Background: an optimization exercise with open tools, aiming at small area, a short achievable clock period and few clock cycles per item. Do not read the settings as production practice. RTL that was checked went through simulation tests only; none was proved equivalent to the original. Only the layout flow was run in runs 1 and 3; the RTL was not checked for function there. Power and IR drop assume default switching activity.

==> design/flow/design.v <==
module mem_write_buffer #(
  parameter int DEPTH       = 4,
  parameter int ADDR_WIDTH  = 32,
  parameter int BLOCK_BITS  = 128,
  parameter int OFFSET_BITS = 4
) (
  input  logic                    clk,
  input  logic                    rst,
  input  logic                    mem_req,
  input  logic                    mem_rw,
  input  logic [ADDR_WIDTH-1:0]   mem_addr,
  input  logic [BLOCK_BITS-1:0]   mem_wdata,
  output logic                    mem_ready,
  output logic                    mem_resp,
  output logic [BLOCK_BITS-1:0]   mem_rdata,
  output logic                    mm_req,
  output logic                    mm_rw,
  output logic [ADDR_WIDTH-1:0]   mm_addr,
  output logic [BLOCK_BITS-1:0]   mm_wdata,
  input  logic                    mm_ready,
  input  logic                    mm_resp,
  input  logic [BLOCK_BITS-1:0]   mm_rdata,
  output logic [$clog2(DEPTH):0]  wb_count
);
  localparam int TW = ADDR_WIDTH - OFFSET_BITS;
  logic [TW-1:0]         tag;      
  logic [BLOCK_BITS-1:0] data;     
  logic                  pend;     
  logic                  rd1;      
  logic                  rd2;      
  logic                  rfl;      
  logic                  wfl;      
  logic                  dfree;    
  logic                  wbc;
  logic accept, acc_rd, take, fill, cap_rd;
  logic pend_n, rd0_n, rd1_n, rd2_n, rfl_n, wfl_n, mm_rw_n;
  assign accept = mem_req && mem_ready;
  assign acc_rd = accept && !mem_rw;
  assign take   = mm_req && mm_ready;
  assign fill   = rfl && mm_resp;
  assign cap_rd = mem_req && !mem_rw && !pend && !accept;
  assign mm_addr   = {tag, {OFFSET_BITS{1'b0}}};
  assign mm_wdata  = data;
  assign mem_rdata = data;
  assign wb_count  = {{$clog2(DEPTH){1'b0}}, wbc};
  always_comb begin
    pend_n  = accept || (pend && !take);
    rd1_n   = (!rd1 && !rd2 && acc_rd) || (rd1 && (acc_rd == fill)) || (rd2 && fill);
    rd2_n   = (rd1 && acc_rd && !fill) || (rd2 && !fill);
    rd0_n   = !rd1_n && !rd2_n;
    rfl_n   = (take && !mm_rw) || (rfl && !mm_resp);
    wfl_n   = (take && mm_rw) || (wfl && !mm_resp);
    mm_rw_n = pend ? mm_rw : mem_rw;
  end
  always_ff @(posedge clk) begin
    if (!pend) begin
      tag   <= mem_addr[ADDR_WIDTH-1:OFFSET_BITS];
      mm_rw <= mem_rw;
    end
    if (dfree || rfl)
      data <= (mem_wdata & {BLOCK_BITS{dfree}}) | (mm_rdata & {BLOCK_BITS{rfl}});
  end
  always_ff @(posedge clk or negedge rst) begin
    if (!rst) begin
      pend      <= 1'b0;
      rd1       <= 1'b0;
      rd2       <= 1'b0;
      rfl       <= 1'b0;
      wfl       <= 1'b0;
      dfree     <= 1'b0;
      wbc       <= 1'b0;
      mm_req    <= 1'b0;
      mem_ready <= 1'b0;
      mem_resp  <= 1'b0;
    end else begin
      pend      <= pend_n;
      rd1       <= rd1_n;
      rd2       <= rd2_n;
      rfl       <= rfl_n;
      wfl       <= wfl_n;
      dfree     <= !pend_n && rd0_n;
      wbc       <= pend_n && mm_rw_n;
      mm_req    <= pend_n && !rfl_n && !wfl_n;
      mem_ready <= !pend_n && (rd0_n || (rd1_n && cap_rd));
      mem_resp  <= (accept && mem_rw) || fill;
    end
  end
endmodule
==> design/flow/flow/run.sh <==
#!/bin/bash
# The standard layout, with:
# - the smallest buffer on every input and output port;
# - the pins one routing track apart, and the pins of each data bit
#   (mem_wdata, mm_rdata, mem_rdata, mm_wdata) and of each address bit
#   (mem_addr, mm_addr) placed next to each other;
# - clock nets on default-width wiring, so the clock pin can sit one track
#   from its neighbours.
set -euo pipefail
groups=""
for i in $(seq 0 127); do
  groups+=" -group_pins {mem_wdata[$i] mm_rdata[$i] mem_rdata[$i] mm_wdata[$i]}"
done
for i in $(seq 4 31); do
  groups+=" -group_pins {mem_addr[$i] mm_addr[$i]}"
done
bash standard.sh finish \
  "BUFFER_PORTS_ARGS=-buffer_cell sky130_fd_sc_hd__buf_1" \
  "PLACE_PINS_ARGS=-min_distance 1 -min_distance_in_tracks$groups" \
  "CTS_ARGS=-sink_clustering_enable -repair_clock_nets -apply_ndr none -sink_clustering_size 40 -sink_clustering_max_diameter 100 -sink_clustering_levels 1" \
  > flow_make.log 2>&1
==> design/flow/standard.sh <==
#!/bin/bash
# synth_recipe.tcl (not shown) runs the flow's synth.tcl, then flattens the netlist and writes it again
# the make line also repeats each setting of config.mk as NAME=value (left out here)
make -C /OpenROAD-flow-scripts/flow DESIGN_CONFIG=/design/flow/config.mk WORK_HOME=/design/flow/orfs CLKGATE_MAP_FILE= SYNTH_SCRIPT=/design/flow/synth_recipe.tcl "${@:-finish}"
==> design/flow/config.mk <==
export PLATFORM = sky130hd
export DESIGN_NAME = mem_write_buffer
export DESIGN_NICKNAME = mem_write_buffer
export VERILOG_FILES = /design/flow/design.v
export SDC_FILE = /design/flow/constraint.sdc
export NUM_CORES = 4
export LEC_CHECK = 0
export ABC_AREA = 1
export CAP_MARGIN = 20
export CORE_AREA = 5 5 145 145
export DIE_AREA = 0 0 150 150
export SETUP_SLACK_MARGIN = 3.7
export SLEW_MARGIN = 20
==> design/flow/constraint.sdc <==
create_clock -name core_clock -period 6.0 [get_ports {clk}]
set_input_delay 1.2000 -clock core_clock [delete_from_list [all_inputs] [get_ports {clk}]]
set_output_delay 1.2000 -clock core_clock [all_outputs]
set_load 0.01 [all_outputs]
==> metrics.yaml, run 1 <==
final_layout:
  nFillCells: 1751
  area_delta_synth_final_pct: 25.4
  nNetsFinal: 1233
  layout-drive-gt1-share: 0.0441
  post-route-util: 0.483
  antenna_cells: 0
  fin_cells: 1217
timing:
  setup_viol: 0
  grt_setup_unrepaired: "false"
  slew_headroom: 0.427
  worstMarginPinSlew_ns: 0.859
  period_minus_slack_ns: 2.20
  timing.hold.ws_ns: 0.515
  setup_tns_ns: 0
  finalCritPeriodShare: 0.367
  fin_skew_ns: 0.00722
  fmax_mhz: 454
  timing.final.hold_violations: 0
  drv_slew: 0
run_status:
  status: "no timing/DRC/antenna violations"
min_path:
  hold_path_class: "flip-flop to flip-flop"
cts:
  clk_pin_slew_ns: 0.06
  cts-root-buf: "clkbuf_16"
  clock-sinks: 167
  tritoncts: "done"
  clk_path_buf_depth: 2
  ctsHoldBuffers: 0
  htree_levels: 4
  clk_latency_ns: 0.41
  numCtsBuffers: 17
job:
  drv_cap: 0
placement:
  dp_hpwl_um: 15600
  placement.io_buffers: 578
  place_inst: 1182
  gp_congestion: 0.804
setup_path:
  crit_buf_inv: 1
  path_cells: "buf_1"
  end_kind: "primary output"
  arrival_ns: 1.00
  worst-path-max-fanout: 2
  crit_family: "flip-flops"
  required_ns: 4.80
  start_kind: "flip-flop"
  slowest_delay_ns: 0.43
  worst-setup-path-type: "flip-flop to primary output"
  r2r_slack_ns: 3.94
  cp_slowest_cell: "edfxtp_1"
floorplan:
  dieArea_um2: 22500
  die_x_um: 150
  initial_core_util: 0.385
  ioPinCount: 589
  die-height_um: 150
  coreArea_um2: 19400
  num_rows: 51
logic_synthesis:
  synthCells: 494
  ys_ff_latch: 167
  synth_area_um2: 7470
  syn_avg_cell_area_um2: 15.1
  yosysSeqAreaShare: 0.663
  yosysUniqueCellTypes: 22
  yosys_warnings: 1
power:
  power.leakage_nw: 3.18
  p_per_area_nw_per_um2: 561
  ir_worst_vdd_uv: 211
routing:
  drt-wirelength-per-cell_um: 17.3
  drc: 0
  drt-initial-drc-count: 267
  via_per_inst: 4.71
  firstDrtPassIters: 4
  routed_wl_um: 21100
  drtAntennaViolNets: 0
  vias: 5727
global_routing:
  grt_max_degree: 72
  grt-ovfl-total: 0
  grt_use_total: 0.160
  antenna_found_initial: 0
  grt_pass1_wl_um: 29000
  grt_pass1_vias: 5328
==> kinds of logic (layout without fill, tap and decap cells) <==
kind of cell	count (synthesis)	in the layout	share of synthesized area
buf+inv	172	623	0.169
flops	167	167	0.663
compound gates	133	133	0.154
simple gates	21	23	0.0134
other cells	1	6	0.000502
==> metrics by stage <==
step	instance area (µm²)	setup slack [ns]	total power, mW
after detailed placement	8800	3.02	4.25
after floorplan	7490	4.04	3.93
after global routing	9370	3.75	5.55
after global placement	8800	2.99	4.25
after CTS	9360	3.71	5.30
final	9370	3.80	5.26
==> placed cells by master (no fill, tap or decap), drive strengths merged <==
| cell type | count |
|---|---|
| buf | 582 |
| nand3 | 3 |
| nand2 | 13 |
| conb | 6 |
| clkbuf | 20 |
| nor3b | 1 |
| dfrtp | 10 |
| dfxtp | 1 |
| a22o | 128 |
| o22ai | 1 |
| nor3 | 1 |
| and2 | 1 |
| clkinv | 1 |
| o21ai | 3 |
| clkinvlp | 6 |
| o21a | 1 |
| inv | 14 |
| edfxtp | 156 |
| or2 | 4 |
==> synthesized netlist by cell type (all sizes together) <==
cell | instances | share of area
nand2 | 13 | 0.0072
dfxtp | 1 | 0.0027
clkbuf | 1 | 0.00050
o21ai | 3 | 0.0025
nor3 | 1 | 0.00067
a22o | 128 | 0.15
nor3b | 1 | 0.0010
or2 | 2 | 0.0017
o21a | 1 | 0.0010
dfrtp | 10 | 0.033
conb | 1 | 0.00050
and2 | 1 | 0.00084
o22ai | 1 | 0.00084
inv | 9 | 0.0045
nand3 | 3 | 0.0020
edfxtp | 156 | 0.63
buf | 162 | 0.16
==> registers in the layout, summed over array words and instances (netlist names) <==
register and count:
mem_ready 1, rd2 1, data 128, rfl 1
mem_resp 1, wbc 1, mm_rw 1, wfl 1
tag 28, rd1 1, dfree 1, mm_req 1
pend 1
==> worst paths after layout <==
check                               from       endpoint  cells past startpoint
worst max-delay path            data[50]  mem_rdata[50]                      1
worst max register to register     dfree       data[32]                      2
max in group asynchronous            rst          dfree                      1
worst min-delay path                 rd2            rd2                      2
min in group asynchronous            rst            rd2                      1
worst min register to register       rd2            rd2                      2
==> repair_timing <==
action                                  CTS  global route
pin swaps                                 1             1
cloned                                    1             1
buffers inserted                          1             0
endpoints found under the setup margin   62            62
gates resized for setup                   2             0
==> where the power goes <==
| group | leakage [nW] | switching, mW | internal (mW) | total [mW] |
|---|---|---|---|---|
| sequential | 1.64 | 0.334 | 2.02 | 2.36 |
| clock | 0.240 | 0.462 | 0.536 | 0.997 |
| combinational | 1.30 | 1.27 | 0.634 | 1.90 |
==> final cells by class <==
type,count,area [µm²],area share
flip-flops and latches,167,4960,0.530
inverters,9,33.8,0.00361
repair buffers,582,2220,0.237
clock inverters,12,93.8,0.0100
multi-input cells,162,1290,0.138
well taps,265,332,0.0354
clock buffers,20,437,0.0466
==> metal layers <==
metal / global-route usage / wire length (µm)
met4: 0.0544 / 748
met5: 0.0205 / 60
met1: 0.210 / 8040
met3: 0.0451 / 2700
met2: 0.256 / 9550
==> run 2: changes to the inputs <==
--- a/design/flow/design.v
+++ b/design/flow/design.v
@@ -32,4 +32,5 @@
   logic                  wfl;      
   logic                  dfree;    
+  logic                  den;      
   logic                  wbc;
   logic accept, acc_rd, take, fill, cap_rd;
@@ -58,6 +59,6 @@
       mm_rw <= mem_rw;
     end
-    if (dfree || rfl)
-      data <= (mem_wdata & {BLOCK_BITS{dfree}}) | (mm_rdata & {BLOCK_BITS{rfl}});
+    data <= (mem_wdata & {BLOCK_BITS{dfree}}) | (mm_rdata & {BLOCK_BITS{rfl}}) |
+            (data & {BLOCK_BITS{!den}});
   end
   always_ff @(posedge clk or negedge rst) begin
@@ -69,4 +70,5 @@
       wfl       <= 1'b0;
       dfree     <= 1'b0;
+      den       <= 1'b0;
       wbc       <= 1'b0;
       mm_req    <= 1'b0;
@@ -80,4 +82,5 @@
       wfl       <= wfl_n;
       dfree     <= !pend_n && rd0_n;
+      den       <= (!pend_n && rd0_n) || rfl_n;
       wbc       <= pend_n && mm_rw_n;
       mm_req    <= pend_n && !rfl_n && !wfl_n;
==> design/flow/run.sh (new file) <==
#!/bin/bash
# synth_recipe.tcl (not shown) runs the flow's synth.tcl, then flattens the netlist and writes it again
# the make line also repeats each setting of config.mk as NAME=value (left out here)
make -C /OpenROAD-flow-scripts/flow DESIGN_CONFIG=/design/flow/config.mk WORK_HOME=/design/flow/orfs CLKGATE_MAP_FILE= SYNTH_SCRIPT=/design/flow/synth_recipe.tcl finish
--- a/design/flow/config.mk
+++ b/design/flow/config.mk
@@ -8,6 +8,6 @@
 export ABC_AREA = 1
 export CAP_MARGIN = 20
-export CORE_AREA = 5 5 145 145
-export DIE_AREA = 0 0 150 150
-export SETUP_SLACK_MARGIN = 3.7
+export CORE_AREA = 5 5 205 205
+export DIE_AREA = 0 0 210 210
+export SETUP_SLACK_MARGIN = 3.5
 export SLEW_MARGIN = 20
removed: design/flow/flow/run.sh
removed: design/flow/standard.sh
==> run 2 against run 1 <==
Effect of this change:
- still clean
- combinational power increased by 45%
- die area increased by 96%
- non-clock buffer count did not move
- largest cell class is now buffers
==> metrics.yaml, run 2 <==
final_layout:
  layout-drive-gt1-share: 0.0494  # was 0.0441
  register_area_um2: 3740  # was 4960 µm²
  largest_reg_flops: 128  # unchanged
  nNetsFinal: 1618  # was 1,233
  area_delta_synth_final_pct: 75.5  # was 25.4%
  post-route-util: 0.320  # was 0.483
  stdcell_area_um2: 12700  # was 9370 µm²
  largest-register: "data"  # unchanged
  multi_input_area_um2: 2250  # was 1290 µm²
  final_common_cell: "nand2_1"  # was buf_1
  fin_cells: 1863  # was 1,217
  nFillCells: 4313  # was 1,751
  top_regs: "data x128, tag x28"  # unchanged
  final_cell_mix: "nand2_1 (400), clkdlybuf4s50_1 (289), dlygate4sd2_1 (289)"  # was buf_1 (578), edfxtp_1 (156), a22o_1 (128)
cts:
  cts.repair.resized: 317  # was 2
  ctsHoldBuffers: 0  # unchanged
  cts-root-buf: "clkbuf_16"  # unchanged
  cts_setup_buffers: 0  # was 1
  tritoncts: "done"  # unchanged
  clock-sinks: 168  # was 167
  clk_path_buf_depth: 2  # unchanged
  clk_latency_ns: 0.43  # was 0.41 ns
  numCtsBuffers: 17  # unchanged
  clk_pin_slew_ns: 0.07  # was 0.06 ns
  htree_levels: 4  # unchanged
timing:
  fin_skew_ns: 0.0115  # was 0.00722 ns
  slew_headroom: 0.302  # was 0.427
  drv_slew: 0  # unchanged
  worstMarginPinSlew_ns: 1.05  # was 0.859 ns
  grt_setup_unrepaired: "false"  # unchanged
  fmax_mhz: 423  # was 454 MHz
  timing.hold.ws_ns: 0.470  # was 0.515 ns
  setup_tns_ns: 0  # unchanged
  setup_ws_ns: 3.64  # was 3.80 ns
  period_minus_slack_ns: 2.36  # was 2.20 ns
  timing.final.hold_violations: 0  # unchanged
  setup_viol: 0  # unchanged
  finalCritPeriodShare: 0.394  # was 0.367
placement:
  dp_hpwl_um: 23400  # was 15,600 µm
  place_inst: 1830  # was 1,182
  pre_cts_ws_ns: 3.62  # was 3.02 ns
  gp_congestion: 0.876  # was 0.804
  place_area_um2: 12500  # was 8800 µm²
  placement.io_buffers: 578  # unchanged
routing:
  drt-initial-drc-count: 330  # was 267
  drc: 0  # unchanged
  drtAntennaViolNets: 0  # unchanged
  routed_wl_um: 29900  # was 21,100 µm
  firstDrtPassIters: 4  # unchanged
  via_per_inst: 3.91  # was 4.71
  drt-wirelength-per-cell_um: 16.1  # was 17.3 µm
  vias: 7276  # was 5,727
logic_synthesis:
  syn_avg_cell_area_um2: 8.06  # was 15.1 µm²
  synthCells: 895  # was 494
  synth_area_um2: 7220  # was 7470 µm²
  ys_async_sr_fraction: 0.0655  # was 0.0599
  yosysMostFrequentCell: "nand2_1"  # was edfxtp_1
  synth_area_leader_cell: "dfxtp_1"  # was edfxtp_1
  yosysUniqueCellTypes: 17  # was 22
  ys.flop_type: "dfxtp_1"  # was edfxtp_1
  yosys_warnings: 1  # unchanged
  synthTopCellsByArea: "dfxtp_1 (36%), nand2_1 (21%), buf_4 (16%)"  # was edfxtp_1 (63%), a22o_1 (15%), buf_4 (14%)
  yosysTopAreaCellShare: 0.358  # was 0.627
  ys_ff_latch: 168  # was 167
  synth.top_cells.by_count: "nand2_1 (400), buf_4 (149), nand3_1 (130)"  # was edfxtp_1 (156), buf_4 (137), a22o_1 (128)
  yosysSeqAreaShare: 0.513  # was 0.663
  synth_edf_count: 28  # was 156
setup_path:
  arrival_ns: 1.16  # was 1.00 ns
  required_ns: 4.80  # about the same
  worst-path-max-fanout: 1  # was 2
  end_kind: "primary output"  # unchanged
  crit_buf_inv: 1  # unchanged
  slowest_delay_ns: 0.41  # was 0.43 ns
  start_kind: "flip-flop"  # unchanged
  crit_family: "flip-flops"  # unchanged
  worst-setup-path-type: "flip-flop to primary output"  # unchanged
  cp_slowest_cell: "edfxtp_1"  # unchanged
  path_cells: "dlygate4sd2_1"  # was buf_1
global_routing:
  antenna_found_initial: 0  # unchanged
  grt_pass1_wl_um: 44100  # was 29,000 µm
  grt-ovfl-total: 0  # unchanged
  grt_pass1_vias: 7446  # was 5,328
  grt_max_degree: 86  # was 72
  grt_use_total: 0.128  # was 0.160
floorplan:
  die-height_um: 210  # was 150 µm
  dieArea_um2: 44100  # was 22,500 µm²
  die_x_um: 210  # was 150 µm
  coreArea_um2: 39600  # was 19,400 µm²
  initial_core_util: 0.182  # was 0.385
  num_rows: 73  # was 51
  ioPinCount: 589  # unchanged
power:
  power.leakage_nw: 5.84  # was 3.18 nW
  ir_worst_vdd_uv: 178  # was 211 µV
  power_mw: 6.10  # was 5.26 mW
  p_per_area_nw_per_um2: 482  # was 561 nW/µm²
min_path:
  hold_path_class: "flip-flop to flip-flop"  # unchanged
job:
  drv_cap: 0  # unchanged
run_status:
  status: "no timing/DRC/antenna violations"  # unchanged
-- run 2: changes by cell type in the layout (fill, tap and decap cells not counted), moves of 101 or more --
cell,before,now
a22o_1,128,0
buf_1,578,0
clkdlybuf4s50_1,0,289
dfxtp_1,1,102
dlygate4sd2_1,0,289
edfxtp_1,156,28
nand2_1,11,400
nand3_1,3,130
-- run 2: area by class of cell --
cell class	count	area share
Antenna cell	1	0.000198
Clock buffer	20	0.0345
Clock inverter	12	0.00741
Inverter	8	0.00257
Multi-Input combinational cell	547	0.177
Sequential cell	168	0.295
Tap cell	525	0.0519
Timing Repair Buffer	582	0.431
-- run 2: kinds of logic after synthesis --
kind of cell	Yosys count	synth area share
AOI/OAI and AO/OA	4	0.00364
and+or+nand+nor	537	0.305
buffers and inverters	185	0.179
other	1	0.000520
DFF	168	0.513
-- run 2: worst paths after layout --
| path | slack (ns) | cells past startpoint | end | from |
|---|---|---|---|---|
| max | 3.64 | 1 | mm_addr[10] | tag[6] |
| min | 0.47 | 2 | data[41] | data[41] |
| max reg2reg | 4.02 | 3 | data[6] | dfree |
| min reg2reg | 0.47 | 2 | data[41] | data[41] |
| max in group asynchronous | 4.50 | 1 | rfl | rst |
| min in group asynchronous | 1.11 | 1 | mm_req | rst |
-- run 2: where the power goes --
part	internal (mW)	total [mW]	switching (mW)
sequential	1.74	2.32	0.582
combinational	1.33	2.75	1.42
clock	0.536	1.03	0.491
total	3.61	6.10	2.49
-- run 2: routing by layer --
metal	part of all wire	GRT usage
met5	0	0
met4	0.026	0.0473
met3	0.077	0.0412
met2	0.49	0.219
met1	0.40	0.151
Testbench counts of run 2, summed over its fixed seeds: cycles 251,719, items 48,000.
==> run 3: changes to the inputs <==
==> design/flow/design.v (replaced) <==
module mem_write_buffer #(
  parameter int DEPTH       = 4,
  parameter int ADDR_WIDTH  = 32,
  parameter int BLOCK_BITS  = 128,
  parameter int OFFSET_BITS = 4
) (
  input  logic                    clk,
  input  logic                    rst,
  input  logic                    mem_req,
  input  logic                    mem_rw,
  input  logic [ADDR_WIDTH-1:0]   mem_addr,
  input  logic [BLOCK_BITS-1:0]   mem_wdata,
  output logic                    mem_ready,
  output logic                    mem_resp,
  output logic [BLOCK_BITS-1:0]   mem_rdata,
  output logic                    mm_req,
  output logic                    mm_rw,
  output logic [ADDR_WIDTH-1:0]   mm_addr,
  output logic [BLOCK_BITS-1:0]   mm_wdata,
  input  logic                    mm_ready,
  input  logic                    mm_resp,
  input  logic [BLOCK_BITS-1:0]   mm_rdata,
  output logic [$clog2(DEPTH):0]  wb_count
);
  localparam int TW = ADDR_WIDTH - OFFSET_BITS;
  logic [TW-1:0]         tag;       
  logic [BLOCK_BITS-1:0] data;      
  logic                  pend;      
  logic                  rd_wait;   
  logic                  m_busy;    
  logic accept, take, fill;
  assign mem_ready = !pend && !rd_wait;
  assign accept    = mem_req && mem_ready;
  assign take      = mm_req && mm_ready;
  assign fill      = rd_wait && !pend && m_busy && mm_resp;
  assign mm_req    = pend && !m_busy;
  assign mm_addr   = {tag, {OFFSET_BITS{1'b0}}};
  assign mm_wdata  = data;
  assign mem_rdata = data;
  assign wb_count  = {{$clog2(DEPTH){1'b0}}, pend && mm_rw};
  always_ff @(posedge clk) begin
    if (mem_ready) begin
      tag   <= mem_addr[ADDR_WIDTH-1:OFFSET_BITS];
      mm_rw <= mem_rw;
      data  <= mem_wdata;
    end else if (rd_wait && !pend) begin
      data  <= mm_rdata;
    end
  end
  always_ff @(posedge clk or negedge rst) begin
    if (!rst) begin
      pend     <= 1'b0;
      rd_wait  <= 1'b0;
      m_busy   <= 1'b0;
      mem_resp <= 1'b0;
    end else begin
      mem_resp <= (accept && mem_rw) || fill;
      if (accept) begin
        pend    <= 1'b1;
        rd_wait <= !mem_rw;
      end
      if (take) begin
        pend   <= 1'b0;
        m_busy <= 1'b1;
      end else if (mm_resp) begin
        m_busy <= 1'b0;
      end
      if (fill)
        rd_wait <= 1'b0;
    end
  end
endmodule
--- a/design/flow/config.mk
+++ b/design/flow/config.mk
@@ -6,8 +6,6 @@
 export NUM_CORES = 4
 export LEC_CHECK = 0
-export ABC_AREA = 1
 export CAP_MARGIN = 20
 export CORE_AREA = 5 5 205 205
 export DIE_AREA = 0 0 210 210
-export SETUP_SLACK_MARGIN = 3.5
 export SLEW_MARGIN = 20
==> run 3 against run 2 <==
Effect of this change:
- sequential cell count shrank 7
- total power increased by 2.0%
- synthesized cell count is 49% lower
- critical path depth rose by 2
- critical path type unchanged
- routed wire length down 5.3%
==> metrics.yaml, run 3 <==
logic_synthesis:
  ys.flop_type: "edfxtp_1"  # was dfxtp_1
  synth_area_leader_cell: "edfxtp_1"  # was dfxtp_1
  ys_ff_latch: 161  # was 168
  syn_avg_cell_area_um2: 17.7  # was 8.06 µm²
  synth_edf_count: 157  # was 28
  synthTopCellsByArea: "edfxtp_1 (59%), mux2_4 (20%), buf_4 (13%)"  # was dfxtp_1 (36%), nand2_1 (21%), buf_4 (16%)
  yosysTopAreaCellShare: 0.588  # was 0.358
  synth_area_um2: 8010  # was 7220 µm²
  yosysMostFrequentCell: "edfxtp_1"  # was nand2_1
  yosysSeqAreaShare: 0.601  # was 0.513
  yosysUniqueCellTypes: 21  # was 17
  synth.top_cells.by_count: "edfxtp_1 (157), buf_4 (134), mux2_4 (109)"  # was nand2_1 (400), buf_4 (149), nand3_1 (130)
  synthCells: 452  # was 895
  yosys_warnings: 1  # unchanged
  ys_async_sr_fraction: 0.0248  # was 0.0655
final_layout:
  register_area_um2: 4810  # was 3740 µm²
  nFillCells: 3884  # was 4,313
  fin_cells: 1449  # was 1,863
  top_regs: "data x128, tag x28"  # unchanged
  antenna_cells: 0  # was 1
  multi_input_area_um2: 1950  # was 2250 µm²
  largest_reg_flops: 128  # unchanged
  largest-register: "data"  # unchanged
  final_common_cell: "clkdlybuf4s50_1"  # was nand2_1
  final_cell_mix: "clkdlybuf4s50_1 (578), edfxtp_1 (157), mux2_4 (109)"  # was nand2_1 (400), clkdlybuf4s50_1 (289), dlygate4sd2_1 (289)
  layout-drive-gt1-share: 0.175  # was 0.0494
  nNetsFinal: 1205  # was 1,618
  area_delta_synth_final_pct: 72.5  # was 75.5%
  post-route-util: 0.349  # was 0.320
power:
  ir_worst_vdd_uv: 241  # was 178 µV
  clockPowerShare: 0.168  # about the same
  seqPwrFrac: 0.350  # was 0.381
  p_comb_frac: 0.482  # was 0.451
  netSwitchingFraction: 0.316  # was 0.409
  internal-power_mw: 4.26  # was 3.61 mW
  power.net_switching_mw: 1.96  # was 2.49 mW
  p_per_area_nw_per_um2: 450  # was 482 nW/µm²
  power.leakage_nw: 5.05  # was 5.84 nW
routing:
  drt-initial-drc-count: 199  # was 330
  drc: 0  # unchanged
  wl_met3_um: 2670  # was 2310 µm
  highest_layer: "met4"  # unchanged
  wl_met2_um: 15100  # was 14,800 µm
  routed_wl_um: 28300  # was 29,900 µm
  via_per_inst: 3.65  # was 3.91
  wl_met1_um: 10300  # was 12,000 µm
  vias: 5294  # was 7,276
  firstDrtPassIters: 4  # unchanged
  drtAntennaViolNets: 0  # unchanged
  drt-wirelength-per-cell_um: 19.5  # was 16.1 µm
timing:
  grt_setup_unrepaired: "false"  # unchanged
  slew_headroom: 0.348  # was 0.302
  fmax_mhz: 309  # was 423 MHz
  drv_slew: 0  # unchanged
  setup_viol: 0  # unchanged
  period_minus_slack_ns: 3.24  # was 2.36 ns
  setup_tns_ns: 0  # unchanged
  worstMarginPinSlew_ns: 0.978  # was 1.05 ns
  fin_skew_ns: 0.00499  # was 0.0115 ns
  timing.final.hold_violations: 0  # unchanged
  finalCritPeriodShare: 0.540  # was 0.394
floorplan:
  ioPinCount: 589  # unchanged
  die_x_um: 210  # unchanged
  num_rows: 73  # unchanged
  coreArea_um2: 39600  # unchanged
  die-height_um: 210  # unchanged
  initial_core_util: 0.202  # was 0.182
  dieArea_um2: 44100  # unchanged
job:
  drv_cap: 0  # unchanged
setup_path:
  path_cells: "inv_6 > nor2_1 > clkdlybuf4s50_1"  # was dlygate4sd2_1
  required_ns: 4.80  # about the same
  crit_family: "buffers and inverters"  # was flip-flops
  worst-path-max-fanout: 63  # was 1
  end_kind: "primary output"  # unchanged
  arrival_ns: 2.04  # was 1.16 ns
  cp_slowest_cell: "clkdlybuf4s50_1"  # was edfxtp_1
  worst-setup-path-type: "flip-flop to primary output"  # unchanged
  crit_buf_inv: 2  # was 1
  slowest_delay_ns: 0.51  # was 0.41 ns
  start_kind: "flip-flop"  # unchanged
cts:
  clk_latency_ns: 0.43  # about the same
  numCtsBuffers: 17  # unchanged
  clk_path_buf_depth: 2  # unchanged
  cts.repair.resized: 0  # was 317
  ctsHoldBuffers: 0  # unchanged
  cts_setup_buffers: 0  # unchanged
  cts-root-buf: "clkbuf_16"  # unchanged
  clk_pin_slew_ns: 0.06  # was 0.07 ns
  htree_levels: 4  # unchanged
  clock-sinks: 161  # was 168
  tritoncts: "done"  # unchanged
min_path:
  hold_path_class: "flip-flop to flip-flop"  # unchanged
global_routing:
  grt_max_degree: 69  # was 86
  grt_use_total: 0.123  # was 0.128
  grt-ovfl-total: 0  # unchanged
  grt_pass1_vias: 6109  # was 7,446
  grt_pass1_wl_um: 39900  # was 44,100 µm
  antenna_found_initial: 0  # unchanged
placement:
  dp_hpwl_um: 23600  # was 23,400 µm
  place_inst: 1417  # was 1,830
  gp_congestion: 0.822  # was 0.876
  placement.io_buffers: 578  # unchanged
run_status:
  status: "no timing/DRC/antenna violations"  # unchanged
## run 3: cell types whose count changed after synthesis, moves of 6 or more
| cell | previous run | this run |
|---|---|---|
| mux2_4 | 0 | 109 |
| nand3_1 | 130 | 1 |
| buf_12 | 0 | 11 |
| nand2_1 | 400 | 0 |
| inv_1 | 8 | 2 |
| dfrtp_1 | 11 | 4 |
| dfxtp_1 | 129 | 0 |
| buf_4 | 149 | 134 |
| mux2_2 | 0 | 19 |
| buf_2 | 28 | 1 |
| edfxtp_1 | 28 | 157 |
## run 3: layer usage
metal | vias up | track usage
met3 | 11 | 0.0528
met1 | 2526 | 0.131
li1 | 2427 | -
met2 | 330 | 0.225
met4 | 0 | 0.0288
met5 | - | 0
## run 3: path summary, 6_finish.rpt
path | cells after the start | startpoint | slack [ns] | to
setup reg to reg | 4 | pend | 3.32 | data[31]
hold / removal | 2 | m_busy | 0.59 | m_busy
max in group asynchronous | 1 | rst | 4.85 | pend
min in group asynchronous | 1 | rst | 0.98 | m_busy
setup / recovery | 3 | pend | 2.76 | mm_req
hold reg to reg | 2 | m_busy | 0.59 | m_busy
## run 3: logic make-up after synthesis
kind of cell,synth area share
AO/OA/AOI/OAI,0.00328
buffers and inverters,0.157
flip-flops,0.601
multiplexers,0.231
other,0.000468
AND/OR/NAND/NOR,0.00687
## run 3: cell type report
class / count / share of cell area
sequential: 161 / 0.348
clock inverter: 12 / 0.00851
inverter: 2 / 0.000906
multi-input combinational: 146 / 0.141
clock buffer: 20 / 0.0316
tap: 525 / 0.0475
timing repair buffer: 583 / 0.421
## run 3: power by group through the flow
stage,combinational [mW],sequential [mW],clock (mW)
after floorplan,1.54,2.31,0
after global placement,3.04,2.21,0
after detailed placement,3.05,2.20,0
after CTS,3.06,2.20,1.09
after global routing,3.15,2.24,1.14
final,3.00,2.18,1.05
## run 3: tightest hold or removal path, cell delays in order (launching register included)
cell and delay [ns]:
dfrtp_1 0.41, inv_1 0.06, o21ai_0 0.08
## run 3: metrics by stage
stage | power, mW | setup WS, ns | cell area [µm²] | hold slack [ns]
2_1_floorplan | 3.85 | 1.49 | 8030 | 0.533
3_3_place_gp | 5.25 | 3.15 | 13300 | 0.583
3_5_place_dp | 5.26 | 3.14 | 13300 | 0.586
4_1_cts | 6.35 | 2.65 | 13800 | 0.596
5_1_grt | 6.53 | 2.59 | 13800 | 0.628
6_report | 6.22 | 2.76 | 13800 | 0.591

==> afterwards: timing with drivers on the ports <==
The results above use ideal ports. As a check the final layouts listed here were re-extracted and re-timed, cells and wires unchanged.
Step 1, drivers: a clkbuf_16 drives clk and a buf_2 each remaining input, both assumed.
Step 2 adds t to the input delays and takes it off the output delays; t is the mean of the earliest and latest rising clock arrival at the registers after step 1. Input paths then give back, and output paths get back, about the clock's delay inside the block.
Slacks: ideal / step 1 / step 2; pairs: ideal / step 1.
run	t (ns)	setup slack, ns	hold WS [ns]	clock arrival spread, ns
run 1	0.448	3.798 / 3.759 / 3.944	0.515 / 0.515 / 0.515	0.009 / 0.009
run 2	0.475	3.637 / 3.593 / 3.611	0.470 / 0.470 / 0.470	0.017 / 0.017
run 3	0.475	2.759 / 2.711 / 3.186	0.591 / 0.591 / 0.591	0.007 / 0.007
After both steps setup and hold are still met in every run listed. For run 2, which loses most, drivers alone change the setup slack by -0.044 ns; drivers and shift together by -0.026 ns.
